Background: an optimization exercise with open tools, aiming at small area. Do not read the settings as production practice. Function was not checked in any run shown here: the RTL went through the layout flow alone. No activity file was given, so power comes from the tool's default toggle rates.

### design/flow/run.sh
#!/bin/bash
# synth_recipe.tcl (not shown) runs the flow's synth.tcl, then flattens the netlist and writes it again
# the make line also repeats each setting of config.mk as NAME=value (left out here)
make -C /OpenROAD-flow-scripts/flow DESIGN_CONFIG=/design/flow/config.mk WORK_HOME=/design/flow/orfs CLKGATE_MAP_FILE= SYNTH_SCRIPT=/design/flow/synth_recipe.tcl finish
### design/flow/config.mk
export PLATFORM = sky130hd
export DESIGN_NAME = idct8_serial
export DESIGN_NICKNAME = idct8_serial
export VERILOG_FILES = /design/flow/design.v
export SDC_FILE = /design/flow/constraint.sdc
export NUM_CORES = 4
export LEC_CHECK = 0
export CAP_MARGIN = 20
export CORE_MARGIN = 2
export CORE_UTILIZATION = 40
export SLEW_MARGIN = 20
### design/flow/constraint.sdc
create_clock -name core_clock -period 15.0 [get_ports {clk}]
set_input_delay 3.0000 -clock core_clock [delete_from_list [all_inputs] [get_ports {clk}]]
set_output_delay 3.0000 -clock core_clock [all_outputs]
set_load 0.01 [all_outputs]
### design/flow/design.v
package idct_pkg;
  localparam int DEF_BITS  = 25;
  localparam int DEF_SHIFT = 13;
  localparam int INT_W     = DEF_BITS + 10;
  localparam int C39 = 39;
  localparam int C36 = 36;
  localparam int C15 = 15;
  localparam int C35 = 35;
  localparam int C2  = 2;
  localparam int C8  = 8;
  localparam int C30 = 30;
  localparam int C16 = 16;
  localparam int C6  = 6;
  localparam int C19 = 19;
  localparam int C14 = 14;
  localparam int NORM_MUL   = 43;
  localparam int NORM_SHIFT = 19;
  function automatic logic signed [63:0] saturate(input logic signed [63:0] v, input int bits);
    logic signed [63:0] hi;
    logic signed [63:0] lo;
    hi = (64'sd1 <<< (bits - 1)) - 64'sd1;
    lo = -(64'sd1 <<< (bits - 1));
    if (v > hi)      saturate = hi;
    else if (v < lo) saturate = lo;
    else             saturate = v;
  endfunction
endpackage
module rca #(parameter int W = 8) (
  input  logic [W-1:0] a,
  input  logic [W-1:0] b,
  input  logic         ci,
  output logic [W-1:0] s,
  output logic         co
);
  logic [W:0] c;
  assign c[0] = ci;
  for (genvar i = 0; i < W; i++) begin : g_fa
    assign s[i]   = a[i] ^ b[i] ^ c[i];
    assign c[i+1] = (a[i] & b[i]) | (c[i] & (a[i] ^ b[i]));
  end
  assign co = c[W];
endmodule
module idct8_serial (
  input  logic        clk,
  input  logic        rst,
  input  logic        in_valid,
  input  logic [24:0] in,
  output logic        out_valid,
  output logic        frame_start,
  output logic [24:0] O
);
  logic [2:0]  k;
  logic        primed;
  logic        pend;           
  logic [2:0]  kb;             
  logic [17:0] xh;             
  logic [12:0] accp_a [0:3], accq_a [0:3], sump_a [0:3], sumq_a [0:3];
  logic [20:0] accp_b [0:3], accq_b [0:3], sump_b [0:3], sumq_b [0:3];
  logic [3:0]  cp, cq, cp_q, cq_q;
  logic [20:0] obuf [1:7];
  logic [20:0] o_q;
  logic [12:0] m3_a; logic m3_c, m3_cq;
  logic [13:0] m3_b;
  logic [12:0] m9_a; logic m9_c, m9_cq;
  logic [15:0] m9_b;
  logic [12:0] m11_a; logic m11_c, m11_cq;
  logic [15:0] m11_b;
  logic [12:0] m27_a; logic m27_c, m27_cq;
  logic [16:0] m27_b;
  logic [12:0] m33_a; logic m33_c, m33_cq;
  logic [17:0] m33_b;
  logic [12:0] m39_a; logic m39_c, m39_cq;
  logic [17:0] m39_b;
  logic [12:0] m43_a; logic m43_c, m43_cq;
  logic [17:0] m43_b;
  logic [12:0] m47_a; logic m47_c, m47_cq;
  logic [17:0] m47_b;
  logic [12:0] m51_a; logic m51_c, m51_cq;
  logic [17:0] m51_b;
  logic [12:0] m21_a; logic m21_c, m21_cq;
  logic [16:0] m21_b;
  logic [12:0] m55_a; logic m55_c, m55_cq;
  logic [17:0] m55_b;
  logic [12:0] m3_lq;
  logic [12:0] m9_lq;
  wire [12:0] p11_a = m11_a;
  wire [20:0] p11_b = {m11_b[15], m11_b[15], m11_b[15], m11_b[15], m11_b[15], m11_b[15], m11_b[14], m11_b[13], m11_b[12], m11_b[11], m11_b[10], m11_b[9], m11_b[8], m11_b[7], m11_b[6], m11_b[5], m11_b[4], m11_b[3], m11_b[2], m11_b[1], m11_b[0]};
  wire [12:0] p27_a = m27_a;
  wire [20:0] p27_b = {m27_b[16], m27_b[16], m27_b[16], m27_b[16], m27_b[16], m27_b[15], m27_b[14], m27_b[13], m27_b[12], m27_b[11], m27_b[10], m27_b[9], m27_b[8], m27_b[7], m27_b[6], m27_b[5], m27_b[4], m27_b[3], m27_b[2], m27_b[1], m27_b[0]};
  wire [12:0] p33_a = m33_a;
  wire [20:0] p33_b = {m33_b[17], m33_b[17], m33_b[17], m33_b[17], m33_b[16], m33_b[15], m33_b[14], m33_b[13], m33_b[12], m33_b[11], m33_b[10], m33_b[9], m33_b[8], m33_b[7], m33_b[6], m33_b[5], m33_b[4], m33_b[3], m33_b[2], m33_b[1], m33_b[0]};
  wire [12:0] p39_a = m39_a;
  wire [20:0] p39_b = {m39_b[17], m39_b[17], m39_b[17], m39_b[17], m39_b[16], m39_b[15], m39_b[14], m39_b[13], m39_b[12], m39_b[11], m39_b[10], m39_b[9], m39_b[8], m39_b[7], m39_b[6], m39_b[5], m39_b[4], m39_b[3], m39_b[2], m39_b[1], m39_b[0]};
  wire [12:0] p43_a = m43_a;
  wire [20:0] p43_b = {m43_b[17], m43_b[17], m43_b[17], m43_b[17], m43_b[16], m43_b[15], m43_b[14], m43_b[13], m43_b[12], m43_b[11], m43_b[10], m43_b[9], m43_b[8], m43_b[7], m43_b[6], m43_b[5], m43_b[4], m43_b[3], m43_b[2], m43_b[1], m43_b[0]};
  wire [12:0] p47_a = m47_a;
  wire [20:0] p47_b = {m47_b[17], m47_b[17], m47_b[17], m47_b[17], m47_b[16], m47_b[15], m47_b[14], m47_b[13], m47_b[12], m47_b[11], m47_b[10], m47_b[9], m47_b[8], m47_b[7], m47_b[6], m47_b[5], m47_b[4], m47_b[3], m47_b[2], m47_b[1], m47_b[0]};
  wire [12:0] p51_a = m51_a;
  wire [20:0] p51_b = {m51_b[17], m51_b[17], m51_b[17], m51_b[17], m51_b[16], m51_b[15], m51_b[14], m51_b[13], m51_b[12], m51_b[11], m51_b[10], m51_b[9], m51_b[8], m51_b[7], m51_b[6], m51_b[5], m51_b[4], m51_b[3], m51_b[2], m51_b[1], m51_b[0]};
  wire [12:0] p21_a = m21_a;
  wire [20:0] p21_b = {m21_b[16], m21_b[16], m21_b[16], m21_b[16], m21_b[16], m21_b[15], m21_b[14], m21_b[13], m21_b[12], m21_b[11], m21_b[10], m21_b[9], m21_b[8], m21_b[7], m21_b[6], m21_b[5], m21_b[4], m21_b[3], m21_b[2], m21_b[1], m21_b[0]};
  wire [12:0] p55_a = m55_a;
  wire [20:0] p55_b = {m55_b[17], m55_b[17], m55_b[17], m55_b[17], m55_b[16], m55_b[15], m55_b[14], m55_b[13], m55_b[12], m55_b[11], m55_b[10], m55_b[9], m55_b[8], m55_b[7], m55_b[6], m55_b[5], m55_b[4], m55_b[3], m55_b[2], m55_b[1], m55_b[0]};
  rca #(13) i_m3_a (.a({in[12], in[11], in[10], in[9], in[8], in[7], in[6], in[5], in[4], in[3], in[2], in[1], in[0]}), .b({in[11], in[10], in[9], in[8], in[7], in[6], in[5], in[4], in[3], in[2], in[1], in[0], 1'b0}), .ci(1'b0), .s(m3_a), .co(m3_c));
  rca #(13) i_m9_a (.a({in[9], in[8], in[7], in[6], in[5], in[4], in[3], in[2], in[1], in[0], 1'b0, 1'b0, 1'b0}), .b({in[12], in[11], in[10], in[9], in[8], in[7], in[6], in[5], in[4], in[3], in[2], in[1], in[0]}), .ci(1'b0), .s(m9_a), .co(m9_c));
  rca #(13) i_m11_a (.a({in[9], in[8], in[7], in[6], in[5], in[4], in[3], in[2], in[1], in[0], 1'b0, 1'b0, 1'b0}), .b({m3_a[12], m3_a[11], m3_a[10], m3_a[9], m3_a[8], m3_a[7], m3_a[6], m3_a[5], m3_a[4], m3_a[3], m3_a[2], m3_a[1], m3_a[0]}), .ci(1'b0), .s(m11_a), .co(m11_c));
  rca #(13) i_m27_a (.a({m3_a[9], m3_a[8], m3_a[7], m3_a[6], m3_a[5], m3_a[4], m3_a[3], m3_a[2], m3_a[1], m3_a[0], 1'b0, 1'b0, 1'b0}), .b({m3_a[12], m3_a[11], m3_a[10], m3_a[9], m3_a[8], m3_a[7], m3_a[6], m3_a[5], m3_a[4], m3_a[3], m3_a[2], m3_a[1], m3_a[0]}), .ci(1'b0), .s(m27_a), .co(m27_c));
  rca #(13) i_m33_a (.a({in[7], in[6], in[5], in[4], in[3], in[2], in[1], in[0], 1'b0, 1'b0, 1'b0, 1'b0, 1'b0}), .b({in[12], in[11], in[10], in[9], in[8], in[7], in[6], in[5], in[4], in[3], in[2], in[1], in[0]}), .ci(1'b0), .s(m33_a), .co(m33_c));
  rca #(13) i_m39_a (.a({m9_a[10], m9_a[9], m9_a[8], m9_a[7], m9_a[6], m9_a[5], m9_a[4], m9_a[3], m9_a[2], m9_a[1], m9_a[0], 1'b0, 1'b0}), .b({m3_a[12], m3_a[11], m3_a[10], m3_a[9], m3_a[8], m3_a[7], m3_a[6], m3_a[5], m3_a[4], m3_a[3], m3_a[2], m3_a[1], m3_a[0]}), .ci(1'b0), .s(m39_a), .co(m39_c));
  rca #(13) i_m43_a (.a({in[7], in[6], in[5], in[4], in[3], in[2], in[1], in[0], 1'b0, 1'b0, 1'b0, 1'b0, 1'b0}), .b({m11_a[12], m11_a[11], m11_a[10], m11_a[9], m11_a[8], m11_a[7], m11_a[6], m11_a[5], m11_a[4], m11_a[3], m11_a[2], m11_a[1], m11_a[0]}), .ci(1'b0), .s(m43_a), .co(m43_c));
  rca #(13) i_m47_a (.a({m3_a[8], m3_a[7], m3_a[6], m3_a[5], m3_a[4], m3_a[3], m3_a[2], m3_a[1], m3_a[0], 1'b0, 1'b0, 1'b0, 1'b0}), .b({~in[12], ~in[11], ~in[10], ~in[9], ~in[8], ~in[7], ~in[6], ~in[5], ~in[4], ~in[3], ~in[2], ~in[1], ~in[0]}), .ci(1'b1), .s(m47_a), .co(m47_c));
  rca #(13) i_m51_a (.a({m3_a[8], m3_a[7], m3_a[6], m3_a[5], m3_a[4], m3_a[3], m3_a[2], m3_a[1], m3_a[0], 1'b0, 1'b0, 1'b0, 1'b0}), .b({m3_a[12], m3_a[11], m3_a[10], m3_a[9], m3_a[8], m3_a[7], m3_a[6], m3_a[5], m3_a[4], m3_a[3], m3_a[2], m3_a[1], m3_a[0]}), .ci(1'b0), .s(m51_a), .co(m51_c));
  rca #(13) i_m21_a (.a({m3_a[9], m3_a[8], m3_a[7], m3_a[6], m3_a[5], m3_a[4], m3_a[3], m3_a[2], m3_a[1], m3_a[0], 1'b0, 1'b0, 1'b0}), .b({~m3_a[12], ~m3_a[11], ~m3_a[10], ~m3_a[9], ~m3_a[8], ~m3_a[7], ~m3_a[6], ~m3_a[5], ~m3_a[4], ~m3_a[3], ~m3_a[2], ~m3_a[1], ~m3_a[0]}), .ci(1'b1), .s(m21_a), .co(m21_c));
  rca #(13) i_m55_a (.a({in[6], in[5], in[4], in[3], in[2], in[1], in[0], 1'b0, 1'b0, 1'b0, 1'b0, 1'b0, 1'b0}), .b({~m9_a[12], ~m9_a[11], ~m9_a[10], ~m9_a[9], ~m9_a[8], ~m9_a[7], ~m9_a[6], ~m9_a[5], ~m9_a[4], ~m9_a[3], ~m9_a[2], ~m9_a[1], ~m9_a[0]}), .ci(1'b1), .s(m55_a), .co(m55_c));
  rca #(14) i_m3_b (.a({xh[17], xh[17], xh[17], xh[16], xh[15], xh[14], xh[13], xh[12], xh[11], xh[10], xh[9], xh[8], xh[7], xh[6]}), .b({xh[17], xh[17], xh[16], xh[15], xh[14], xh[13], xh[12], xh[11], xh[10], xh[9], xh[8], xh[7], xh[6], xh[5]}), .ci(m3_cq), .s(m3_b), .co());
  rca #(16) i_m9_b (.a({xh[17], xh[17], xh[16], xh[15], xh[14], xh[13], xh[12], xh[11], xh[10], xh[9], xh[8], xh[7], xh[6], xh[5], xh[4], xh[3]}), .b({xh[17], xh[17], xh[17], xh[17], xh[17], xh[16], xh[15], xh[14], xh[13], xh[12], xh[11], xh[10], xh[9], xh[8], xh[7], xh[6]}), .ci(m9_cq), .s(m9_b), .co());
  rca #(16) i_m11_b (.a({xh[17], xh[17], xh[16], xh[15], xh[14], xh[13], xh[12], xh[11], xh[10], xh[9], xh[8], xh[7], xh[6], xh[5], xh[4], xh[3]}), .b({m3_b[13], m3_b[13], m3_b[13], m3_b[12], m3_b[11], m3_b[10], m3_b[9], m3_b[8], m3_b[7], m3_b[6], m3_b[5], m3_b[4], m3_b[3], m3_b[2], m3_b[1], m3_b[0]}), .ci(m11_cq), .s(m11_b), .co());
  rca #(17) i_m27_b (.a({m3_b[13], m3_b[12], m3_b[11], m3_b[10], m3_b[9], m3_b[8], m3_b[7], m3_b[6], m3_b[5], m3_b[4], m3_b[3], m3_b[2], m3_b[1], m3_b[0], m3_lq[12], m3_lq[11], m3_lq[10]}), .b({m3_b[13], m3_b[13], m3_b[13], m3_b[13], m3_b[12], m3_b[11], m3_b[10], m3_b[9], m3_b[8], m3_b[7], m3_b[6], m3_b[5], m3_b[4], m3_b[3], m3_b[2], m3_b[1], m3_b[0]}), .ci(m27_cq), .s(m27_b), .co());
  rca #(18) i_m33_b (.a({xh[17], xh[17], xh[16], xh[15], xh[14], xh[13], xh[12], xh[11], xh[10], xh[9], xh[8], xh[7], xh[6], xh[5], xh[4], xh[3], xh[2], xh[1]}), .b({xh[17], xh[17], xh[17], xh[17], xh[17], xh[17], xh[17], xh[16], xh[15], xh[14], xh[13], xh[12], xh[11], xh[10], xh[9], xh[8], xh[7], xh[6]}), .ci(m33_cq), .s(m33_b), .co());
  rca #(18) i_m39_b (.a({m9_b[15], m9_b[14], m9_b[13], m9_b[12], m9_b[11], m9_b[10], m9_b[9], m9_b[8], m9_b[7], m9_b[6], m9_b[5], m9_b[4], m9_b[3], m9_b[2], m9_b[1], m9_b[0], m9_lq[12], m9_lq[11]}), .b({m3_b[13], m3_b[13], m3_b[13], m3_b[13], m3_b[13], m3_b[12], m3_b[11], m3_b[10], m3_b[9], m3_b[8], m3_b[7], m3_b[6], m3_b[5], m3_b[4], m3_b[3], m3_b[2], m3_b[1], m3_b[0]}), .ci(m39_cq), .s(m39_b), .co());
  rca #(18) i_m43_b (.a({xh[17], xh[17], xh[16], xh[15], xh[14], xh[13], xh[12], xh[11], xh[10], xh[9], xh[8], xh[7], xh[6], xh[5], xh[4], xh[3], xh[2], xh[1]}), .b({m11_b[15], m11_b[15], m11_b[15], m11_b[14], m11_b[13], m11_b[12], m11_b[11], m11_b[10], m11_b[9], m11_b[8], m11_b[7], m11_b[6], m11_b[5], m11_b[4], m11_b[3], m11_b[2], m11_b[1], m11_b[0]}), .ci(m43_cq), .s(m43_b), .co());
  rca #(18) i_m47_b (.a({m3_b[13], m3_b[12], m3_b[11], m3_b[10], m3_b[9], m3_b[8], m3_b[7], m3_b[6], m3_b[5], m3_b[4], m3_b[3], m3_b[2], m3_b[1], m3_b[0], m3_lq[12], m3_lq[11], m3_lq[10], m3_lq[9]}), .b({~xh[17], ~xh[17], ~xh[17], ~xh[17], ~xh[17], ~xh[17], ~xh[17], ~xh[16], ~xh[15], ~xh[14], ~xh[13], ~xh[12], ~xh[11], ~xh[10], ~xh[9], ~xh[8], ~xh[7], ~xh[6]}), .ci(m47_cq), .s(m47_b), .co());
  rca #(18) i_m51_b (.a({m3_b[13], m3_b[12], m3_b[11], m3_b[10], m3_b[9], m3_b[8], m3_b[7], m3_b[6], m3_b[5], m3_b[4], m3_b[3], m3_b[2], m3_b[1], m3_b[0], m3_lq[12], m3_lq[11], m3_lq[10], m3_lq[9]}), .b({m3_b[13], m3_b[13], m3_b[13], m3_b[13], m3_b[13], m3_b[12], m3_b[11], m3_b[10], m3_b[9], m3_b[8], m3_b[7], m3_b[6], m3_b[5], m3_b[4], m3_b[3], m3_b[2], m3_b[1], m3_b[0]}), .ci(m51_cq), .s(m51_b), .co());
  rca #(17) i_m21_b (.a({m3_b[13], m3_b[12], m3_b[11], m3_b[10], m3_b[9], m3_b[8], m3_b[7], m3_b[6], m3_b[5], m3_b[4], m3_b[3], m3_b[2], m3_b[1], m3_b[0], m3_lq[12], m3_lq[11], m3_lq[10]}), .b({~m3_b[13], ~m3_b[13], ~m3_b[13], ~m3_b[13], ~m3_b[12], ~m3_b[11], ~m3_b[10], ~m3_b[9], ~m3_b[8], ~m3_b[7], ~m3_b[6], ~m3_b[5], ~m3_b[4], ~m3_b[3], ~m3_b[2], ~m3_b[1], ~m3_b[0]}), .ci(m21_cq), .s(m21_b), .co());
  rca #(18) i_m55_b (.a({xh[17], xh[16], xh[15], xh[14], xh[13], xh[12], xh[11], xh[10], xh[9], xh[8], xh[7], xh[6], xh[5], xh[4], xh[3], xh[2], xh[1], xh[0]}), .b({~m9_b[15], ~m9_b[15], ~m9_b[15], ~m9_b[14], ~m9_b[13], ~m9_b[12], ~m9_b[11], ~m9_b[10], ~m9_b[9], ~m9_b[8], ~m9_b[7], ~m9_b[6], ~m9_b[5], ~m9_b[4], ~m9_b[3], ~m9_b[2], ~m9_b[1], ~m9_b[0]}), .ci(m55_cq), .s(m55_b), .co());
  logic [12:0] ma0; logic naP0, naQ0;
  logic [20:0] mb0; logic nbP0, nbQ0;
  always_comb begin
    ma0 = '0; naP0 = 1'b0; naQ0 = 1'b0;
    if (in_valid) case (k)
      3'd0: begin ma0 = p39_a; naP0 = 1'b0; naQ0 = 1'b0; end
      3'd1: begin ma0 = p55_a; naP0 = 1'b0; naQ0 = 1'b1; end
      3'd2: begin ma0 = p51_a; naP0 = 1'b0; naQ0 = 1'b0; end
      3'd3: begin ma0 = p43_a; naP0 = 1'b0; naQ0 = 1'b1; end
      3'd4: begin ma0 = p39_a; naP0 = 1'b0; naQ0 = 1'b0; end
      3'd5: begin ma0 = p33_a; naP0 = 1'b0; naQ0 = 1'b1; end
      3'd6: begin ma0 = p21_a; naP0 = 1'b0; naQ0 = 1'b0; end
      3'd7: begin ma0 = p11_a; naP0 = 1'b0; naQ0 = 1'b1; end
    endcase
  end
  always_comb begin
    mb0 = '0; nbP0 = 1'b0; nbQ0 = 1'b0;
    if (pend) case (kb)
      3'd0: begin mb0 = p39_b; nbP0 = 1'b0; nbQ0 = 1'b0; end
      3'd1: begin mb0 = p55_b; nbP0 = 1'b0; nbQ0 = 1'b1; end
      3'd2: begin mb0 = p51_b; nbP0 = 1'b0; nbQ0 = 1'b0; end
      3'd3: begin mb0 = p43_b; nbP0 = 1'b0; nbQ0 = 1'b1; end
      3'd4: begin mb0 = p39_b; nbP0 = 1'b0; nbQ0 = 1'b0; end
      3'd5: begin mb0 = p33_b; nbP0 = 1'b0; nbQ0 = 1'b1; end
      3'd6: begin mb0 = p21_b; nbP0 = 1'b0; nbQ0 = 1'b0; end
      3'd7: begin mb0 = p11_b; nbP0 = 1'b0; nbQ0 = 1'b1; end
    endcase
  end
  logic [12:0] ma1; logic naP1, naQ1;
  logic [20:0] mb1; logic nbP1, nbQ1;
  always_comb begin
    ma1 = '0; naP1 = 1'b0; naQ1 = 1'b0;
    if (in_valid) case (k)
      3'd0: begin ma1 = p39_a; naP1 = 1'b0; naQ1 = 1'b0; end
      3'd1: begin ma1 = p47_a; naP1 = 1'b0; naQ1 = 1'b1; end
      3'd2: begin ma1 = p21_a; naP1 = 1'b0; naQ1 = 1'b0; end
      3'd3: begin ma1 = p11_a; naP1 = 1'b1; naQ1 = 1'b0; end
      3'd4: begin ma1 = p39_a; naP1 = 1'b1; naQ1 = 1'b1; end
      3'd5: begin ma1 = p55_a; naP1 = 1'b1; naQ1 = 1'b0; end
      3'd6: begin ma1 = p51_a; naP1 = 1'b1; naQ1 = 1'b1; end
      3'd7: begin ma1 = p27_a; naP1 = 1'b1; naQ1 = 1'b0; end
    endcase
  end
  always_comb begin
    mb1 = '0; nbP1 = 1'b0; nbQ1 = 1'b0;
    if (pend) case (kb)
      3'd0: begin mb1 = p39_b; nbP1 = 1'b0; nbQ1 = 1'b0; end
      3'd1: begin mb1 = p47_b; nbP1 = 1'b0; nbQ1 = 1'b1; end
      3'd2: begin mb1 = p21_b; nbP1 = 1'b0; nbQ1 = 1'b0; end
      3'd3: begin mb1 = p11_b; nbP1 = 1'b1; nbQ1 = 1'b0; end
      3'd4: begin mb1 = p39_b; nbP1 = 1'b1; nbQ1 = 1'b1; end
      3'd5: begin mb1 = p55_b; nbP1 = 1'b1; nbQ1 = 1'b0; end
      3'd6: begin mb1 = p51_b; nbP1 = 1'b1; nbQ1 = 1'b1; end
      3'd7: begin mb1 = p27_b; nbP1 = 1'b1; nbQ1 = 1'b0; end
    endcase
  end
  logic [12:0] ma2; logic naP2, naQ2;
  logic [20:0] mb2; logic nbP2, nbQ2;
  always_comb begin
    ma2 = '0; naP2 = 1'b0; naQ2 = 1'b0;
    if (in_valid) case (k)
      3'd0: begin ma2 = p39_a; naP2 = 1'b0; naQ2 = 1'b0; end
      3'd1: begin ma2 = p27_a; naP2 = 1'b0; naQ2 = 1'b1; end
      3'd2: begin ma2 = p21_a; naP2 = 1'b1; naQ2 = 1'b1; end
      3'd3: begin ma2 = p55_a; naP2 = 1'b1; naQ2 = 1'b0; end
      3'd4: begin ma2 = p39_a; naP2 = 1'b1; naQ2 = 1'b1; end
      3'd5: begin ma2 = p11_a; naP2 = 1'b0; naQ2 = 1'b1; end
      3'd6: begin ma2 = p51_a; naP2 = 1'b0; naQ2 = 1'b0; end
      3'd7: begin ma2 = p47_a; naP2 = 1'b0; naQ2 = 1'b1; end
    endcase
  end
  always_comb begin
    mb2 = '0; nbP2 = 1'b0; nbQ2 = 1'b0;
    if (pend) case (kb)
      3'd0: begin mb2 = p39_b; nbP2 = 1'b0; nbQ2 = 1'b0; end
      3'd1: begin mb2 = p27_b; nbP2 = 1'b0; nbQ2 = 1'b1; end
      3'd2: begin mb2 = p21_b; nbP2 = 1'b1; nbQ2 = 1'b1; end
      3'd3: begin mb2 = p55_b; nbP2 = 1'b1; nbQ2 = 1'b0; end
      3'd4: begin mb2 = p39_b; nbP2 = 1'b1; nbQ2 = 1'b1; end
      3'd5: begin mb2 = p11_b; nbP2 = 1'b0; nbQ2 = 1'b1; end
      3'd6: begin mb2 = p51_b; nbP2 = 1'b0; nbQ2 = 1'b0; end
      3'd7: begin mb2 = p47_b; nbP2 = 1'b0; nbQ2 = 1'b1; end
    endcase
  end
  logic [12:0] ma3; logic naP3, naQ3;
  logic [20:0] mb3; logic nbP3, nbQ3;
  always_comb begin
    ma3 = '0; naP3 = 1'b0; naQ3 = 1'b0;
    if (in_valid) case (k)
      3'd0: begin ma3 = p39_a; naP3 = 1'b0; naQ3 = 1'b0; end
      3'd1: begin ma3 = p11_a; naP3 = 1'b0; naQ3 = 1'b1; end
      3'd2: begin ma3 = p51_a; naP3 = 1'b1; naQ3 = 1'b1; end
      3'd3: begin ma3 = p33_a; naP3 = 1'b1; naQ3 = 1'b0; end
      3'd4: begin ma3 = p39_a; naP3 = 1'b0; naQ3 = 1'b0; end
      3'd5: begin ma3 = p43_a; naP3 = 1'b0; naQ3 = 1'b1; end
      3'd6: begin ma3 = p21_a; naP3 = 1'b1; naQ3 = 1'b1; end
      3'd7: begin ma3 = p55_a; naP3 = 1'b1; naQ3 = 1'b0; end
    endcase
  end
  always_comb begin
    mb3 = '0; nbP3 = 1'b0; nbQ3 = 1'b0;
    if (pend) case (kb)
      3'd0: begin mb3 = p39_b; nbP3 = 1'b0; nbQ3 = 1'b0; end
      3'd1: begin mb3 = p11_b; nbP3 = 1'b0; nbQ3 = 1'b1; end
      3'd2: begin mb3 = p51_b; nbP3 = 1'b1; nbQ3 = 1'b1; end
      3'd3: begin mb3 = p33_b; nbP3 = 1'b1; nbQ3 = 1'b0; end
      3'd4: begin mb3 = p39_b; nbP3 = 1'b0; nbQ3 = 1'b0; end
      3'd5: begin mb3 = p43_b; nbP3 = 1'b0; nbQ3 = 1'b1; end
      3'd6: begin mb3 = p21_b; nbP3 = 1'b1; nbQ3 = 1'b1; end
      3'd7: begin mb3 = p55_b; nbP3 = 1'b1; nbQ3 = 1'b0; end
    endcase
  end
  logic [12:0] maj [0:3];
  logic [20:0] mbj [0:3];
  logic naPj [0:3], naQj [0:3], nbPj [0:3], nbQj [0:3];
  assign maj[0] = ma0; assign mbj[0] = mb0; assign naPj[0] = naP0; assign naQj[0] = naQ0; assign nbPj[0] = nbP0; assign nbQj[0] = nbQ0;
  assign maj[1] = ma1; assign mbj[1] = mb1; assign naPj[1] = naP1; assign naQj[1] = naQ1; assign nbPj[1] = nbP1; assign nbQj[1] = nbQ1;
  assign maj[2] = ma2; assign mbj[2] = mb2; assign naPj[2] = naP2; assign naQj[2] = naQ2; assign nbPj[2] = nbP2; assign nbQj[2] = nbQ2;
  assign maj[3] = ma3; assign mbj[3] = mb3; assign naPj[3] = naP3; assign naQj[3] = naQ3; assign nbPj[3] = nbP3; assign nbQj[3] = nbQ3;
  wire first_a = in_valid && (k == 3'd0);
  wire first_b = pend && (kb == 3'd0);
  for (genvar j = 0; j < 4; j++) begin : g_acc
    rca #(13) i_pa (.a(first_a ? 13'd0 : accp_a[j]), .b(maj[j] ^ {13{naPj[j]}}), .ci(naPj[j]), .s(sump_a[j]), .co(cp[j]));
    rca #(13) i_qa (.a(first_a ? 13'd0 : accq_a[j]), .b(maj[j] ^ {13{naQj[j]}}), .ci(naQj[j]), .s(sumq_a[j]), .co(cq[j]));
    rca #(21) i_pb (.a(first_b ? 21'd0 : accp_b[j]), .b(mbj[j] ^ {21{nbPj[j]}}), .ci(cp_q[j]), .s(sump_b[j]), .co());
    rca #(21) i_qb (.a(first_b ? 21'd0 : accq_b[j]), .b(mbj[j] ^ {21{nbQj[j]}}), .ci(cq_q[j]), .s(sumq_b[j]), .co());
  end
  always_ff @(posedge clk) begin
    if (rst) begin
      k           <= '0;
      primed      <= 1'b0;
      out_valid   <= 1'b0;
      frame_start <= 1'b0;
    end else if (in_valid) begin
      k           <= k + 3'd1;
      out_valid   <= primed;
      frame_start <= primed && (k == 3'd0);
      if (k == 3'd7) primed <= 1'b1;
    end else begin
      out_valid   <= 1'b0;
      frame_start <= 1'b0;
    end
  end
  always_ff @(posedge clk) begin
    pend <= in_valid;
    kb   <= k;
    xh   <= in[24:7];
    m3_cq <= m3_c;
    m9_cq <= m9_c;
    m11_cq <= m11_c;
    m27_cq <= m27_c;
    m33_cq <= m33_c;
    m39_cq <= m39_c;
    m43_cq <= m43_c;
    m47_cq <= m47_c;
    m51_cq <= m51_c;
    m21_cq <= m21_c;
    m55_cq <= m55_c;
    m3_lq[9] <= m3_a[9];
    m3_lq[10] <= m3_a[10];
    m3_lq[11] <= m3_a[11];
    m3_lq[12] <= m3_a[12];
    m9_lq[11] <= m9_a[11];
    m9_lq[12] <= m9_a[12];
    cp_q <= cp;
    cq_q <= cq;
    for (int j = 0; j < 4; j++) begin
      accp_a[j] <= sump_a[j];
      accq_a[j] <= sumq_a[j];
      accp_b[j] <= sump_b[j];
      accq_b[j] <= sumq_b[j];
    end
    if (in_valid) begin
      if (k == 3'd0) begin
        o_q     <= sump_b[0];
        obuf[7] <= sumq_b[0];
        for (int j = 1; j < 4; j++) begin
          obuf[j]     <= sump_b[j];
          obuf[7 - j] <= sumq_b[j];
        end
      end else begin
        o_q <= obuf[k];
      end
    end
  end
  assign O = {{4{o_q[20]}}, o_q};
endmodule
==> run notes, run 1 <==
outcome complete, no violations; prevailing post-synth register cell dfxtp_1; Clock Latency Late Sink 650 ps; Hold Path Origin accq_a[3][0]$_DFF_P_; Worst Setup Start Kind flip-flop; global-route wire length before repair 154 mm; Starting Density 0.404; syn avg cell area 11.0 sq um; Cells after DPL 4,241; total gr overflow 0; Final min period 13,720 ps; vias in the first global route 24,600; Ant. Diodes 0; Crit Path Category reg2reg; Iteration-0 DRC Markers 2,468; final instance area 0.0384 sq mm; RSZ-0062 raised after global routing no; largest net degree at the start of global routing 85; leakage power 15.1 nW; post-CTS setup buffers 0; register area 0.0116 sq mm; DRT Pass-1 Iters 13; max cap viols 0; Max Buffers Root-to-Sink 3; relative slew slack 0.345; Root Buffer clkbuf_16; crit-path most repeated cell fa_1; Vias/cell 5.37; initial antenna violation count 0; Die Y 300 um; Ports 55; Worst Max-Slew Pin Slew 978 ps; mapped cell area 0.0350 sq mm; area growth from synthesis to layout 9.57%; slowest stage delay, CP 720 ps; Clk pin slew, worst setup/hold paths 60 ps; Ys Warns 48; commonest non-fill, non-tap cell in the layout fa_1; crit path from xh[6]$_DFF_P_; DRC errors left 0; Most Crowded Layer GR met2; Mapped Nets 3,763; WL final 98.2 mm; fin crit share 0.915; Max H-tree Level 2; EDFF count, synth 168; average routed wire per standard cell 22.6 um; sequential area share after synthesis 0.330; DP Wirelength 72.3 mm; fin cells 4,349; GRT Total Usage 0.226; M3 GR Usage 0.0620; M2 GR Usage 0.339; die area 0.0899 sq mm; setup_tns 0 ps; Peak VDD IR 0.0881 mV; Post-Synthesis Cells 3,190; die width 300 um; Layout fillers 8,114; Reg2Reg Launch Point xh[6]$_DFF_P_; Final GP Congestion 0.939; Detail Route Antenna Nets 0; WP data required 15,350 ps; core area 0.0868 sq mm; commonest non-fill, non-tap cells in the layout fa_1, inv_1, nand2_1, dfxtp_1, edfxtp_1; fmax 72.9 MHz; CTS Buf Count 57; Synth Register Bits 493; worst hold-check path type reg2reg; Pins Over Slew Limit 0; I/O Buffers 54; Hold Violations, Final 0; TritonCTS Sinks 493; worst hold slack 454 ps; Worst setup EP type flip-flop; pwr dens 193 mW/mm^2; TritonCTS clock tree done; asr flop ratio synth 0; crit-path max FO 7; Layout Nets 3,718; Multi-input gate area 0.0210 sq mm; layout cells sized above 1 0.0883; count of different cell masters after synthesis 87; Post-CTS Hold Fix Bufs 0; Row Count 108; Crit-path slowest cell fa_1; final clock skew 30.1 ps; Resized cells post-CTS 0; met1 Track Usage GR 0.321; Final setup viols 0; routed vias 23,400; dpl cell area 0.0364 sq mm; Critical Path AT 14,060 ps
[per-stage QoR]
stage | setup WS [ps] | power, mW | util
after floorplan | 2190 | 4.88 | -
after global placement | 1330 | 5.87 | 0.420
after detailed placement | 1290 | 5.96 | 0.420
after CTS | 1210 | 7.45 | 0.442
after global routing | 707 | 8.07 | 0.442
final | 1280 | 7.40 | 0.442
[cell usage after synthesis, types with 22 or more instances]
cell | number | area (sq um)
a31oi_1 | 24 | 150
and2_1 | 106 | 663
nand2_1 | 350 | 1310
xnor2_1 | 70 | 613
clkbuf_1 | 91 | 342
dfxtp_1 | 325 | 6510
fa_1 | 524 | 10500
o22ai_1 | 22 | 138
o21ai_0 | 91 | 455
a21oi_1 | 123 | 616
mux2_2 | 35 | 394
a221oi_2 | 32 | 480
a41oi_1 | 26 | 228
nand2b_1 | 41 | 257
a222oi_1 | 41 | 410
buf_2 | 71 | 355
xor2_1 | 53 | 464
mux2i_1 | 96 | 961
nor2b_1 | 36 | 225
edfxtp_1 | 168 | 5040
inv_1 | 393 | 1480
nor2_1 | 90 | 338
nor3_1 | 41 | 205
[final timing paths]
check                          endpoint  slack, ps  cells past startpoint
hold reg to reg    accq_a[3][0]$_DFF_P_        450                      1
setup / recovery  obuf[1][20]$_DFFE_PP_       1280                     32
hold / removal     accq_a[3][0]$_DFF_P_        450                      1
setup reg to reg  obuf[1][20]$_DFFE_PP_       1280                     32
[routing by layer]
metal,vias up,wire (um)
met5,-,0
met4,0,2800
met3,165,8980
met2,935,43500
met1,11800,43000
li1,10500,-
[flip-flops by register name (all words and copies together) (netlist names), 2 cells and up]
signal / cells
accp_a: 52
accp_b: 84
accq_a: 52
accq_b: 84
cp_q: 4
cq_q: 4
k: 3
kb: 3
m3_lq: 4
m9_lq: 2
o_q: 21
obuf: 147
xh: 18
[final cells by class]
class                   count  share of cell area
multi-input cells        2090               0.547
flip-flops and latches    493               0.301
clock buffers              80              0.0426
inverters                 398              0.0391
well taps                1155              0.0377
repair buffers            105              0.0240
clock inverters            28             0.00802
[power breakdown]
group          switching, mW  internal [mW]
clock                  0.606          0.835
combinational           2.16           1.45
sequential             0.190           2.17
total                   2.95           4.45
[cells by family (layout without fill, tap and decap cells)]
group / after synthesis / count (layout) / synth area share
AOI/OAI and AO/OA: 558 / 558 / 0.121
adders and majority gates: 545 / 545 / 0.307
xor gates and xnor gates: 124 / 124 / 0.0312
and+or+nand+nor: 728 / 728 / 0.0987
buffers and inverters: 607 / 611 / 0.0718
DFF: 493 / 493 / 0.330
muxes: 135 / 135 / 0.0401
[worst max-delay path: cells and delay by family, from the launching register on]
family                     cells  cell delay (ps)
adders and majority gates     22            10600
AOI/OAI and AO/OA              4              880
DFF                            1              670
buffers and inverters          2              510
and+or+nand+nor                2              390
muxes                          1              180
xor gates and xnor gates       1              160
==> run 2, diff against run 1 <==
--- a/design/flow/config.mk
+++ b/design/flow/config.mk
@@ -7,5 +7,6 @@
 export LEC_CHECK = 0
+export ABC_AREA = 1
 export CAP_MARGIN = 20
 export CORE_MARGIN = 2
-export CORE_UTILIZATION = 40
+export CORE_UTILIZATION = 70
 export SLEW_MARGIN = 20
==> run notes, run 2 <==
outcome complete, no violations; Crit Path Category reg2reg; Max Buffers Root-to-Sink 3 (unchanged); share of the synthesized area in the top cell type 0.300 (+0.000332); post-place setup slack 1230 ps (-60.4 ps); relative slew slack 0.205 (-0.140); Worst setup EP type flip-flop; commonest non-fill, non-tap cells in the layout nand2_1, inv_1, fa_1, dfxtp_1, nor2_1; fin crit share 0.932 (+0.0173); Clock power frac 0.174 (-0.021); final instance area 0.0376 sq mm (-1.9%); TritonCTS Sinks 493 (unchanged); Worst Max-Slew Pin Slew 1190 ps (+210 ps); max FFs per register 147 (unchanged); DP Wirelength 80.9 mm (+12%); total gr overflow 0 (unchanged); crit-path max FO 7 (unchanged); initial antenna violation count 7 (+7); routed vias 28,700 (+23%); sequential power share 0.306 (-0.012); Reg with most FFs obuf; setup_tns 0 ps (unchanged); I/O Buffers 54 (unchanged); Layout Nets 4,515 (+21%); Final setup viols 0 (unchanged); Pins Over Slew Limit 0 (unchanged); dpl cell area 0.0358 sq mm (-1.7%); Iteration-0 DRC Markers 4,645 (+88%); Post-CTS Hold Fix Bufs 0 (unchanged); largest net degree at the start of global routing 79 (-7.1%); TritonCTS clock tree done; Die Y 228 um (-24%); Final Util 0.765 (+0.323); layout cells sized above 1 0.0424 (-0.0459); Root Buffer clkbuf_16; Resized cells post-CTS 0 (unchanged); sequential area share after synthesis 0.330 (+0.000366); Ys Warns 48 (unchanged); final clock skew 57.8 ps (+27.7 ps); area growth from synthesis to layout 7.57%; Synth Register Bits 493 (unchanged); Synth area leader fa_1; Post-Synthesis Cells 3,964 (+24%); die area 0.0518 sq mm (-42%); slowest stage delay, CP 720 ps (about the same); pwr dens 208 mW/mm^2 (+7.9%); Clk pin slew, worst setup/hold paths 70 ps (about the same); CTS Buf Count 51 (-11%); Detail Route Antenna Nets 0 (unchanged); DRC errors left 0 (unchanged); Vias/cell 6.17 (+15%); DRT Pass-1 Iters 10 (-3); cell with the most instances after synthesis nand2_1; most common library cells after synthesis nand2_1, inv_1, fa_1, dfxtp_1, nor2_1; Max H-tree Level 2 (unchanged); fmax 71.5 MHz (-1.9%); Worst Setup Start Kind flip-flop; Critical Path AT 14,370 ps (+310 ps); crit-path most repeated cell fa_1; mapped cell area 0.0350 sq mm (-0.11%); WP data required 15,390 ps (+40 ps); worst hold-check path type reg2reg; commonest non-fill, non-tap cell in the layout nand2_1; Switching Share 0.444 (+0.0454); EDFF count, synth 168 (unchanged); Final min period 13,980 ps (+260 ps); leakage power 18.0 nW (+19%); worst hold slack 358 ps (-96.3 ps); Peak VDD IR 0.129 mV (+46%); Comb pwr share 0.520 (+0.033); asr flop ratio synth 0 (unchanged); Hold Violations, Final 0 (unchanged); max cap viols 0 (unchanged); Largest regs obuf: 147 flops, accp_b: 84 flops, accq_b: 84 flops; Crit-path slowest cell fa_1; Ports 55 (unchanged); Area contributors post-synth fa_1, dfxtp_1, edfxtp_1; die width 228 um (-24%); worst setup margin 1020 ps (-260 ps); global-route wire length before repair 168 mm (+9.3%); Row Count 81 (-25%); syn avg cell area 8.82 sq um (-20%); core area 0.0492 sq mm (-43%); cell internal pwr 4.35 mW (-2.2%); average routed wire per standard cell 23.9 um (+5.9%); WL final 111 mm (+13%); Clock Latency Late Sink 650 ps (about the same); prevailing post-synth register cell dfxtp_1; Starting Density 0.711 (+0.308); post-CTS setup buffers 0 (unchanged); Psw 3.48 mW (+18%); count of different cell masters after synthesis 46 (-47%); RSZ-0062 raised after global routing no; Final GP Congestion 0.973 (+3.6%); vias in the first global route 29,200 (+19%); Mapped Nets 4,537 (+21%); GRT Total Usage 0.443 (+0.217)
## run 2: cell types whose count changed after synthesis, moves of 41 or more
cell and delta:
nor2_1 +164, and2_1 -106, a222oi_1 -41, nand3_1 +177, mux2i_1 -96, nand2_1 +751, nand2b_1 -41, nand4_1 +60
inv_1 +267, xnor2_1 -66, o21ai_0 +56
## run 2: through the flow
step / std cells / power, mW
3_5_place_dp: 4551 / 6.20
6_report: 4652 / 7.83
3_3_place_gp: 4551 / 5.90
4_1_cts: 4647 / 7.66
2_1_floorplan: 3964 / 4.91
5_1_grt: 4649 / 8.32
## run 2: final timing paths
kind	start	end	slack (ps)	cells past startpoint
setup / recovery	xh[6]$_DFF_P_	o_q[20]$_DFFE_PP_	1020	37
hold / removal	k[1]$_SDFFE_PP0P_	kb[1]$_DFF_P_	360	0
setup reg to reg	xh[6]$_DFF_P_	o_q[20]$_DFFE_PP_	1020	37
hold reg to reg	k[1]$_SDFFE_PP0P_	kb[1]$_DFF_P_	360	0
## run 2: routing by layer
layer  GRT usage  part of all wire  vias to the layer above
li1            -                 -                    12100
met1       0.618              0.37                    13700
met2       0.631              0.42                     2467
met3       0.191              0.17                      431
met4       0.143             0.037                        8
met5           0           0.00089                        -
## run 2: layout make-up
cell class              instances  area, sq um
multi-input cells            2629        20100
flip-flops and latches        493        11600
fillers                      3129        11500
inverters                     682         2560
clock buffers                  62         1360
well taps                     664          831
repair buffers                 85          772
clock inverters                34          434
diodes                          3         7.51
## run 2: logic make-up after synthesis
| kind of cell | count (synthesis) | synth area share |
|---|---|---|
| AO/OA/AOI/OAI | 376 | 0.0594 |
| AND/OR/NAND/NOR | 1658 | 0.194 |
| XOR/XNOR | 50 | 0.0125 |
| buffers and inverters | 842 | 0.0962 |
| adder cells (fa/ha/maj) | 545 | 0.307 |
| flip-flops | 493 | 0.330 |
## run 2: power by group through the flow
stage | sequential, mW | clock (mW) | combinational (mW)
4_1_cts | 2.39 | 1.36 | 3.92
5_1_grt | 2.44 | 1.41 | 4.47
3_3_place_gp | 2.37 | 0 | 3.52
3_5_place_dp | 2.40 | 0 | 3.81
6_report | 2.40 | 1.36 | 4.07
2_1_floorplan | 2.35 | 0 | 2.57
## run 2: critical path: cells and delay by family (launching register included)
kind                     cells  cell delay [ps]
adder cells (fa/ha/maj)     23            11460
AO/OA/AOI/OAI                1              160
AND/OR/NAND/NOR              8              760
flip-flops                   1              650
buffers and inverters        5              720
==> run 3, diff against run 2 <==
--- a/design/flow/design.v
+++ b/design/flow/design.v
@@ -63,4 +63,2 @@
   logic [13:0] m3_b;
-  logic [12:0] m9_a; logic m9_c, m9_cq;
-  logic [15:0] m9_b;
   logic [12:0] m11_a; logic m11_c, m11_cq;
@@ -69,2 +67,4 @@
   logic [16:0] m27_b;
+  logic [12:0] m51_a; logic m51_c, m51_cq;
+  logic [17:0] m51_b;
   logic [12:0] m33_a; logic m33_c, m33_cq;
@@ -77,4 +77,2 @@
   logic [17:0] m47_b;
-  logic [12:0] m51_a; logic m51_c, m51_cq;
-  logic [17:0] m51_b;
   logic [12:0] m21_a; logic m21_c, m21_cq;
@@ -84,3 +82,2 @@
   logic [12:0] m3_lq;
-  logic [12:0] m9_lq;
   wire [12:0] p11_a = m11_a;
@@ -104,23 +101,21 @@
   rca #(13) i_m3_a (.a({in[12], in[11], in[10], in[9], in[8], in[7], in[6], in[5], in[4], in[3], in[2], in[1], in[0]}), .b({in[11], in[10], in[9], in[8], in[7], in[6], in[5], in[4], in[3], in[2], in[1], in[0], 1'b0}), .ci(1'b0), .s(m3_a), .co(m3_c));
-  rca #(13) i_m9_a (.a({in[9], in[8], in[7], in[6], in[5], in[4], in[3], in[2], in[1], in[0], 1'b0, 1'b0, 1'b0}), .b({in[12], in[11], in[10], in[9], in[8], in[7], in[6], in[5], in[4], in[3], in[2], in[1], in[0]}), .ci(1'b0), .s(m9_a), .co(m9_c));
   rca #(13) i_m11_a (.a({in[9], in[8], in[7], in[6], in[5], in[4], in[3], in[2], in[1], in[0], 1'b0, 1'b0, 1'b0}), .b({m3_a[12], m3_a[11], m3_a[10], m3_a[9], m3_a[8], m3_a[7], m3_a[6], m3_a[5], m3_a[4], m3_a[3], m3_a[2], m3_a[1], m3_a[0]}), .ci(1'b0), .s(m11_a), .co(m11_c));
   rca #(13) i_m27_a (.a({m3_a[9], m3_a[8], m3_a[7], m3_a[6], m3_a[5], m3_a[4], m3_a[3], m3_a[2], m3_a[1], m3_a[0], 1'b0, 1'b0, 1'b0}), .b({m3_a[12], m3_a[11], m3_a[10], m3_a[9], m3_a[8], m3_a[7], m3_a[6], m3_a[5], m3_a[4], m3_a[3], m3_a[2], m3_a[1], m3_a[0]}), .ci(1'b0), .s(m27_a), .co(m27_c));
+  rca #(13) i_m51_a (.a({m3_a[8], m3_a[7], m3_a[6], m3_a[5], m3_a[4], m3_a[3], m3_a[2], m3_a[1], m3_a[0], 1'b0, 1'b0, 1'b0, 1'b0}), .b({m3_a[12], m3_a[11], m3_a[10], m3_a[9], m3_a[8], m3_a[7], m3_a[6], m3_a[5], m3_a[4], m3_a[3], m3_a[2], m3_a[1], m3_a[0]}), .ci(1'b0), .s(m51_a), .co(m51_c));
   rca #(13) i_m33_a (.a({in[7], in[6], in[5], in[4], in[3], in[2], in[1], in[0], 1'b0, 1'b0, 1'b0, 1'b0, 1'b0}), .b({in[12], in[11], in[10], in[9], in[8], in[7], in[6], in[5], in[4], in[3], in[2], in[1], in[0]}), .ci(1'b0), .s(m33_a), .co(m33_c));
-  rca #(13) i_m39_a (.a({m9_a[10], m9_a[9], m9_a[8], m9_a[7], m9_a[6], m9_a[5], m9_a[4], m9_a[3], m9_a[2], m9_a[1], m9_a[0], 1'b0, 1'b0}), .b({m3_a[12], m3_a[11], m3_a[10], m3_a[9], m3_a[8], m3_a[7], m3_a[6], m3_a[5], m3_a[4], m3_a[3], m3_a[2], m3_a[1], m3_a[0]}), .ci(1'b0), .s(m39_a), .co(m39_c));
+  rca #(13) i_m39_a (.a({m27_a[12], m27_a[11], m27_a[10], m27_a[9], m27_a[8], m27_a[7], m27_a[6], m27_a[5], m27_a[4], m27_a[3], m27_a[2], m27_a[1], m27_a[0]}), .b({m3_a[10], m3_a[9], m3_a[8], m3_a[7], m3_a[6], m3_a[5], m3_a[4], m3_a[3], m3_a[2], m3_a[1], m3_a[0], 1'b0, 1'b0}), .ci(1'b0), .s(m39_a), .co(m39_c));
   rca #(13) i_m43_a (.a({in[7], in[6], in[5], in[4], in[3], in[2], in[1], in[0], 1'b0, 1'b0, 1'b0, 1'b0, 1'b0}), .b({m11_a[12], m11_a[11], m11_a[10], m11_a[9], m11_a[8], m11_a[7], m11_a[6], m11_a[5], m11_a[4], m11_a[3], m11_a[2], m11_a[1], m11_a[0]}), .ci(1'b0), .s(m43_a), .co(m43_c));
   rca #(13) i_m47_a (.a({m3_a[8], m3_a[7], m3_a[6], m3_a[5], m3_a[4], m3_a[3], m3_a[2], m3_a[1], m3_a[0], 1'b0, 1'b0, 1'b0, 1'b0}), .b({~in[12], ~in[11], ~in[10], ~in[9], ~in[8], ~in[7], ~in[6], ~in[5], ~in[4], ~in[3], ~in[2], ~in[1], ~in[0]}), .ci(1'b1), .s(m47_a), .co(m47_c));
-  rca #(13) i_m51_a (.a({m3_a[8], m3_a[7], m3_a[6], m3_a[5], m3_a[4], m3_a[3], m3_a[2], m3_a[1], m3_a[0], 1'b0, 1'b0, 1'b0, 1'b0}), .b({m3_a[12], m3_a[11], m3_a[10], m3_a[9], m3_a[8], m3_a[7], m3_a[6], m3_a[5], m3_a[4], m3_a[3], m3_a[2], m3_a[1], m3_a[0]}), .ci(1'b0), .s(m51_a), .co(m51_c));
   rca #(13) i_m21_a (.a({m3_a[9], m3_a[8], m3_a[7], m3_a[6], m3_a[5], m3_a[4], m3_a[3], m3_a[2], m3_a[1], m3_a[0], 1'b0, 1'b0, 1'b0}), .b({~m3_a[12], ~m3_a[11], ~m3_a[10], ~m3_a[9], ~m3_a[8], ~m3_a[7], ~m3_a[6], ~m3_a[5], ~m3_a[4], ~m3_a[3], ~m3_a[2], ~m3_a[1], ~m3_a[0]}), .ci(1'b1), .s(m21_a), .co(m21_c));
-  rca #(13) i_m55_a (.a({in[6], in[5], in[4], in[3], in[2], in[1], in[0], 1'b0, 1'b0, 1'b0, 1'b0, 1'b0, 1'b0}), .b({~m9_a[12], ~m9_a[11], ~m9_a[10], ~m9_a[9], ~m9_a[8], ~m9_a[7], ~m9_a[6], ~m9_a[5], ~m9_a[4], ~m9_a[3], ~m9_a[2], ~m9_a[1], ~m9_a[0]}), .ci(1'b1), .s(m55_a), .co(m55_c));
+  rca #(13) i_m55_a (.a({m51_a[12], m51_a[11], m51_a[10], m51_a[9], m51_a[8], m51_a[7], m51_a[6], m51_a[5], m51_a[4], m51_a[3], m51_a[2], m51_a[1], m51_a[0]}), .b({in[10], in[9], in[8], in[7], in[6], in[5], in[4], in[3], in[2], in[1], in[0], 1'b0, 1'b0}), .ci(1'b0), .s(m55_a), .co(m55_c));
   rca #(14) i_m3_b (.a({xh[17], xh[17], xh[17], xh[16], xh[15], xh[14], xh[13], xh[12], xh[11], xh[10], xh[9], xh[8], xh[7], xh[6]}), .b({xh[17], xh[17], xh[16], xh[15], xh[14], xh[13], xh[12], xh[11], xh[10], xh[9], xh[8], xh[7], xh[6], xh[5]}), .ci(m3_cq), .s(m3_b), .co());
-  rca #(16) i_m9_b (.a({xh[17], xh[17], xh[16], xh[15], xh[14], xh[13], xh[12], xh[11], xh[10], xh[9], xh[8], xh[7], xh[6], xh[5], xh[4], xh[3]}), .b({xh[17], xh[17], xh[17], xh[17], xh[17], xh[16], xh[15], xh[14], xh[13], xh[12], xh[11], xh[10], xh[9], xh[8], xh[7], xh[6]}), .ci(m9_cq), .s(m9_b), .co());
   rca #(16) i_m11_b (.a({xh[17], xh[17], xh[16], xh[15], xh[14], xh[13], xh[12], xh[11], xh[10], xh[9], xh[8], xh[7], xh[6], xh[5], xh[4], xh[3]}), .b({m3_b[13], m3_b[13], m3_b[13], m3_b[12], m3_b[11], m3_b[10], m3_b[9], m3_b[8], m3_b[7], m3_b[6], m3_b[5], m3_b[4], m3_b[3], m3_b[2], m3_b[1], m3_b[0]}), .ci(m11_cq), .s(m11_b), .co());
   rca #(17) i_m27_b (.a({m3_b[13], m3_b[12], m3_b[11], m3_b[10], m3_b[9], m3_b[8], m3_b[7], m3_b[6], m3_b[5], m3_b[4], m3_b[3], m3_b[2], m3_b[1], m3_b[0], m3_lq[12], m3_lq[11], m3_lq[10]}), .b({m3_b[13], m3_b[13], m3_b[13], m3_b[13], m3_b[12], m3_b[11], m3_b[10], m3_b[9], m3_b[8], m3_b[7], m3_b[6], m3_b[5], m3_b[4], m3_b[3], m3_b[2], m3_b[1], m3_b[0]}), .ci(m27_cq), .s(m27_b), .co());
+  rca #(18) i_m51_b (.a({m3_b[13], m3_b[12], m3_b[11], m3_b[10], m3_b[9], m3_b[8], m3_b[7], m3_b[6], m3_b[5], m3_b[4], m3_b[3], m3_b[2], m3_b[1], m3_b[0], m3_lq[12], m3_lq[11], m3_lq[10], m3_lq[9]}), .b({m3_b[13], m3_b[13], m3_b[13], m3_b[13], m3_b[13], m3_b[12], m3_b[11], m3_b[10], m3_b[9], m3_b[8], m3_b[7], m3_b[6], m3_b[5], m3_b[4], m3_b[3], m3_b[2], m3_b[1], m3_b[0]}), .ci(m51_cq), .s(m51_b), .co());
   rca #(18) i_m33_b (.a({xh[17], xh[17], xh[16], xh[15], xh[14], xh[13], xh[12], xh[11], xh[10], xh[9], xh[8], xh[7], xh[6], xh[5], xh[4], xh[3], xh[2], xh[1]}), .b({xh[17], xh[17], xh[17], xh[17], xh[17], xh[17], xh[17], xh[16], xh[15], xh[14], xh[13], xh[12], xh[11], xh[10], xh[9], xh[8], xh[7], xh[6]}), .ci(m33_cq), .s(m33_b), .co());
-  rca #(18) i_m39_b (.a({m9_b[15], m9_b[14], m9_b[13], m9_b[12], m9_b[11], m9_b[10], m9_b[9], m9_b[8], m9_b[7], m9_b[6], m9_b[5], m9_b[4], m9_b[3], m9_b[2], m9_b[1], m9_b[0], m9_lq[12], m9_lq[11]}), .b({m3_b[13], m3_b[13], m3_b[13], m3_b[13], m3_b[13], m3_b[12], m3_b[11], m3_b[10], m3_b[9], m3_b[8], m3_b[7], m3_b[6], m3_b[5], m3_b[4], m3_b[3], m3_b[2], m3_b[1], m3_b[0]}), .ci(m39_cq), .s(m39_b), .co());
+  rca #(18) i_m39_b (.a({m27_b[16], m27_b[16], m27_b[15], m27_b[14], m27_b[13], m27_b[12], m27_b[11], m27_b[10], m27_b[9], m27_b[8], m27_b[7], m27_b[6], m27_b[5], m27_b[4], m27_b[3], m27_b[2], m27_b[1], m27_b[0]}), .b({m3_b[13], m3_b[13], m3_b[13], m3_b[12], m3_b[11], m3_b[10], m3_b[9], m3_b[8], m3_b[7], m3_b[6], m3_b[5], m3_b[4], m3_b[3], m3_b[2], m3_b[1], m3_b[0], m3_lq[12], m3_lq[11]}), .ci(m39_cq), .s(m39_b), .co());
   rca #(18) i_m43_b (.a({xh[17], xh[17], xh[16], xh[15], xh[14], xh[13], xh[12], xh[11], xh[10], xh[9], xh[8], xh[7], xh[6], xh[5], xh[4], xh[3], xh[2], xh[1]}), .b({m11_b[15], m11_b[15], m11_b[15], m11_b[14], m11_b[13], m11_b[12], m11_b[11], m11_b[10], m11_b[9], m11_b[8], m11_b[7], m11_b[6], m11_b[5], m11_b[4], m11_b[3], m11_b[2], m11_b[1], m11_b[0]}), .ci(m43_cq), .s(m43_b), .co());
   rca #(18) i_m47_b (.a({m3_b[13], m3_b[12], m3_b[11], m3_b[10], m3_b[9], m3_b[8], m3_b[7], m3_b[6], m3_b[5], m3_b[4], m3_b[3], m3_b[2], m3_b[1], m3_b[0], m3_lq[12], m3_lq[11], m3_lq[10], m3_lq[9]}), .b({~xh[17], ~xh[17], ~xh[17], ~xh[17], ~xh[17], ~xh[17], ~xh[17], ~xh[16], ~xh[15], ~xh[14], ~xh[13], ~xh[12], ~xh[11], ~xh[10], ~xh[9], ~xh[8], ~xh[7], ~xh[6]}), .ci(m47_cq), .s(m47_b), .co());
-  rca #(18) i_m51_b (.a({m3_b[13], m3_b[12], m3_b[11], m3_b[10], m3_b[9], m3_b[8], m3_b[7], m3_b[6], m3_b[5], m3_b[4], m3_b[3], m3_b[2], m3_b[1], m3_b[0], m3_lq[12], m3_lq[11], m3_lq[10], m3_lq[9]}), .b({m3_b[13], m3_b[13], m3_b[13], m3_b[13], m3_b[13], m3_b[12], m3_b[11], m3_b[10], m3_b[9], m3_b[8], m3_b[7], m3_b[6], m3_b[5], m3_b[4], m3_b[3], m3_b[2], m3_b[1], m3_b[0]}), .ci(m51_cq), .s(m51_b), .co());
   rca #(17) i_m21_b (.a({m3_b[13], m3_b[12], m3_b[11], m3_b[10], m3_b[9], m3_b[8], m3_b[7], m3_b[6], m3_b[5], m3_b[4], m3_b[3], m3_b[2], m3_b[1], m3_b[0], m3_lq[12], m3_lq[11], m3_lq[10]}), .b({~m3_b[13], ~m3_b[13], ~m3_b[13], ~m3_b[13], ~m3_b[12], ~m3_b[11], ~m3_b[10], ~m3_b[9], ~m3_b[8], ~m3_b[7], ~m3_b[6], ~m3_b[5], ~m3_b[4], ~m3_b[3], ~m3_b[2], ~m3_b[1], ~m3_b[0]}), .ci(m21_cq), .s(m21_b), .co());
-  rca #(18) i_m55_b (.a({xh[17], xh[16], xh[15], xh[14], xh[13], xh[12], xh[11], xh[10], xh[9], xh[8], xh[7], xh[6], xh[5], xh[4], xh[3], xh[2], xh[1], xh[0]}), .b({~m9_b[15], ~m9_b[15], ~m9_b[15], ~m9_b[14], ~m9_b[13], ~m9_b[12], ~m9_b[11], ~m9_b[10], ~m9_b[9], ~m9_b[8], ~m9_b[7], ~m9_b[6], ~m9_b[5], ~m9_b[4], ~m9_b[3], ~m9_b[2], ~m9_b[1], ~m9_b[0]}), .ci(m55_cq), .s(m55_b), .co());
+  rca #(18) i_m55_b (.a({m51_b[17], m51_b[16], m51_b[15], m51_b[14], m51_b[13], m51_b[12], m51_b[11], m51_b[10], m51_b[9], m51_b[8], m51_b[7], m51_b[6], m51_b[5], m51_b[4], m51_b[3], m51_b[2], m51_b[1], m51_b[0]}), .b({xh[17], xh[17], xh[17], xh[17], xh[17], xh[16], xh[15], xh[14], xh[13], xh[12], xh[11], xh[10], xh[9], xh[8], xh[7], xh[6], xh[5], xh[4]}), .ci(m55_cq), .s(m55_b), .co());
   logic [12:0] ma0; logic naP0, naQ0;
@@ -273,5 +268,5 @@
     m3_cq <= m3_c;
-    m9_cq <= m9_c;
     m11_cq <= m11_c;
     m27_cq <= m27_c;
+    m51_cq <= m51_c;
     m33_cq <= m33_c;
@@ -280,3 +275,2 @@
     m47_cq <= m47_c;
-    m51_cq <= m51_c;
     m21_cq <= m21_c;
@@ -287,4 +281,2 @@
     m3_lq[12] <= m3_a[12];
-    m9_lq[11] <= m9_a[11];
-    m9_lq[12] <= m9_a[12];
     cp_q <= cp;
--- a/design/flow/config.mk
+++ b/design/flow/config.mk
@@ -7,6 +7,8 @@
 export LEC_CHECK = 0
-export ABC_AREA = 1
 export CAP_MARGIN = 20
 export CORE_MARGIN = 2
-export CORE_UTILIZATION = 70
+export CORE_UTILIZATION = 55
+export CTS_BUF_LIST = sky130_fd_sc_hd__clkbuf_8
+export CTS_CLUSTER_DIAMETER = 60
+export CTS_CLUSTER_SIZE = 16
 export SLEW_MARGIN = 20
==> run notes, run 3 <==
fin crit share 0.912 (-0.0194); relative slew slack 0.299 (+0.0944); TritonCTS clock tree done; Mapped Nets 3,736 (-18%); register area 0.0115 sq mm (-0.59%); core area 0.0614 sq mm (+25%); Clock Latency Late Sink 720 ps (+70 ps); total gr overflow 0 (unchanged); Hold Violations, Final 0 (unchanged); global-route wire length before repair 155 mm (-8.1%); Switching Share 0.450 (+0.00566); Crit-path slowest cell fa_1; slowest stage delay, CP 600 ps (-120 ps); Worst setup EP type flip-flop; leakage power 14.4 nW (-20%); worst hold-check path type reg2reg; Ys Warns 48 (unchanged); Critical Path AT 14,130 ps (-240 ps); Reg with most FFs obuf; Worst Max-Slew Pin Slew 1050 ps (-138 ps); Post-CTS Hold Fix Bufs 0 (unchanged); DRT Pass-1 Iters 9 (-1); fmax 73.1 MHz (+2.1%); Clock power frac 0.111 (-0.063); syn avg cell area 10.6 sq um (+21%); Final min period 13,690 ps (-292 ps); Synth Register Bits 489 (-0.81%); Worst Setup Start Kind flip-flop; Cells after DPL 3,878 (-15%); crit-path max FO 7 (unchanged); GRT Total Usage 0.328 (-0.115); Iteration-0 DRC Markers 2,272 (-51%); Psw 3.80 mW (+9.3%); Resized cells post-CTS 0 (unchanged); sequential area share after synthesis 0.338 (+0.00802); Comb pwr share 0.597 (+0.077); pwr dens 234 mW/mm^2 (+13%); share of the synthesized area in the top cell type 0.297 (-0.00297); CP Buf/Inv Count 3 (-2); cell internal pwr 4.65 mW (+6.8%); Crit Path Category reg2reg; Pins Over Slew Limit 0 (unchanged); worst setup margin 1310 ps (+292 ps); vias in the first global route 24,900 (-15%); count of different cell masters after synthesis 71 (+54%); EDFF count, synth 168 (unchanged); prevailing post-synth register cell dfxtp_1; TritonCTS Sinks 489 (-0.81%); Layout fillers 5,216 (+67%); WP data required 15,440 ps (+50 ps); Detail Route Antenna Nets 0 (unchanged); final clock skew 71.7 ps (+13.9 ps); cell with the most instances after synthesis fa_1; layout cells sized above 1 0.0711 (+0.0287); setup_tns 0 ps (unchanged); Area contributors post-synth fa_1, dfxtp_1, edfxtp_1; WL final 102 mm (-8.7%); CTS Buf Count 48 (-5.9%); Largest regs obuf: 147 flops, accp_b: 84 flops, accq_b: 84 flops; Clk pin slew, worst setup/hold paths 100 ps (+30 ps); Ports 55 (unchanged); initial antenna violation count 2 (-5); largest net degree at the start of global routing 78 (-1.3%); I/O Buffers 54 (unchanged); max FFs per register 147 (unchanged); Post-Synthesis Cells 3,187 (-20%); area growth from synthesis to layout 6.34%; max cap viols 0 (unchanged); Top delay family on crit path adder cells; average routed wire per standard cell 25.6 um (+7.0%); Final GP Congestion 0.946 (-2.8%); Peak VDD IR 0.120 mV (-6.9%); post-place setup slack 1360 ps (+126 ps); outcome complete, no violations; RSZ-0062 raised after global routing no; Root Buffer clkbuf_8; mapped cell area 0.0339 sq mm (-3.0%); commonest non-fill, non-tap cells in the layout fa_1, nand2_1, inv_1, dfxtp_1, a21oi_1; DRC errors left 0 (unchanged); Layout Nets 3,687 (-18%); Starting Density 0.552 (-0.159); Multi-input gate area 0.0201 sq mm (+0.14%); Die Y 252 um (+11%); DP Wirelength 73.7 mm (-8.9%); sequential power share 0.292 (-0.014); asr flop ratio synth 0 (unchanged); Vias/cell 5.97 (-3.2%); routed vias 23,700 (-17%); Synth area leader fa_1; most common library cells after synthesis fa_1, nand2_1, inv_1, dfxtp_1, a21oi_1; commonest non-fill, non-tap cell in the layout fa_1; die width 252 um (+11%); Final setup viols 0 (unchanged); die area 0.0636 sq mm (+23%); Max Buffers Root-to-Sink 3 (unchanged); fin cells 3,970 (-15%); Row Count 91 (+12%); Max H-tree Level 2 (unchanged); crit-path most repeated cell fa_1; post-CTS setup buffers 0 (unchanged)
-- run 3: cell count changes in the layout (fill, tap and decap cells not counted), moves of 58 or more --
cell     delta
xnor2_1    +61
nand2_1   -651
nor2_1    -146
inv_1     -273
and2_1     +78
mux2i_1    +95
nand4_1    -58
nand3_1   -179
-- run 3: power groups by stage --
stage,registers [mW],clock network [mW],logic [mW]
6_report,2.47,0.939,5.04
5_1_grt,2.52,1.01,5.68
4_1_cts,2.47,0.962,5.06
3_5_place_dp,2.49,0,5.03
3_3_place_gp,2.48,0,4.83
2_1_floorplan,2.42,0,3.56
-- run 3: layout make-up --
cell class,instances,area share
timing repair buffer,108,0.0262
tap,790,0.0274
sequential,489,0.319
multi-input combinational,2112,0.558
clock buffer,50,0.0191
clock inverter,40,0.0107
inverter,379,0.0396
antenna,2,0.000139
-- run 3: kinds of logic (layout without fill, tap and decap cells) --
| kind of cell | Yosys count | after routing | share of synthesized area |
|---|---|---|---|
| buffers and inverters | 586 | 577 | 0.0693 |
| other | 0 | 2 | 0 |
| AND/OR/NAND/NOR | 713 | 713 | 0.0904 |
| AO/OA/AOI/OAI | 620 | 620 | 0.125 |
| flip-flops | 489 | 489 | 0.338 |
| adder cells (fa/ha/maj) | 521 | 521 | 0.304 |
| XOR/XNOR | 120 | 120 | 0.0314 |
| multiplexers | 138 | 138 | 0.0423 |
-- run 3: worst paths after layout --
kind | startpoint | end | slack [ps] | cells past startpoint
worst max register to register | xh[6]$_DFF_P_ | obuf[6][20]$_DFFE_PP_ | 1310 | 33
worst max-delay path | xh[6]$_DFF_P_ | obuf[6][20]$_DFFE_PP_ | 1310 | 33
worst min-delay path | k[1]$_SDFFE_PP0P_ | kb[1]$_DFF_P_ | 430 | 0
worst min register to register | k[1]$_SDFFE_PP0P_ | kb[1]$_DFF_P_ | 430 | 0
-- run 3: through the flow --
stage                     hold WS, ps  utilization  total power [mW]  cell area [sq um]
after global routing              449        0.587              9.21              36100
after global placement            400        0.570              7.31              35000
after floorplan                   352            -              5.98              33900
after CTS                         429        0.587              8.49              36000
final                             427        0.587              8.45              36100
after detailed placement          410        0.570              7.51              35000
-- run 3: layer usage --
layer	GRT usage	vias up	wire length, um
met5	0	-	0
met4	0.155	0	5420
met3	0.0528	252	7060
met2	0.546	1076	48900
met1	0.423	12000	40200
li1	-	10400	-

## afterwards: timing with drivers on the ports
The flow's constraints put no driver on any port. The routed layouts listed below were extracted and timed again, unchanged, in two steps. Step 1: set_driving_cell puts a clkbuf_16 on clk and a buf_2 on each other input, an assumption about the parent block. Step 2 moves the port delays by t, midway between the first and last clock arrival at a register: inputs arrive t later, outputs are due t later. That takes back most of the time a late clock gives input paths. Slacks: ideal ports / drivers / drivers and shift; pairs: ideal ports / drivers.
run	shift t [ns]	setup WS [ns]	clock arrival spread, ns
run 1	0.700	1.281 / 1.281 / 1.281	0.031 / 0.030
run 2	0.680	1.022 / 1.022 / 1.022	0.058 / 0.058
run 3	0.736	1.313 / 1.313 / 1.313	0.073 / 0.073
After both steps every run listed still meets setup and hold.
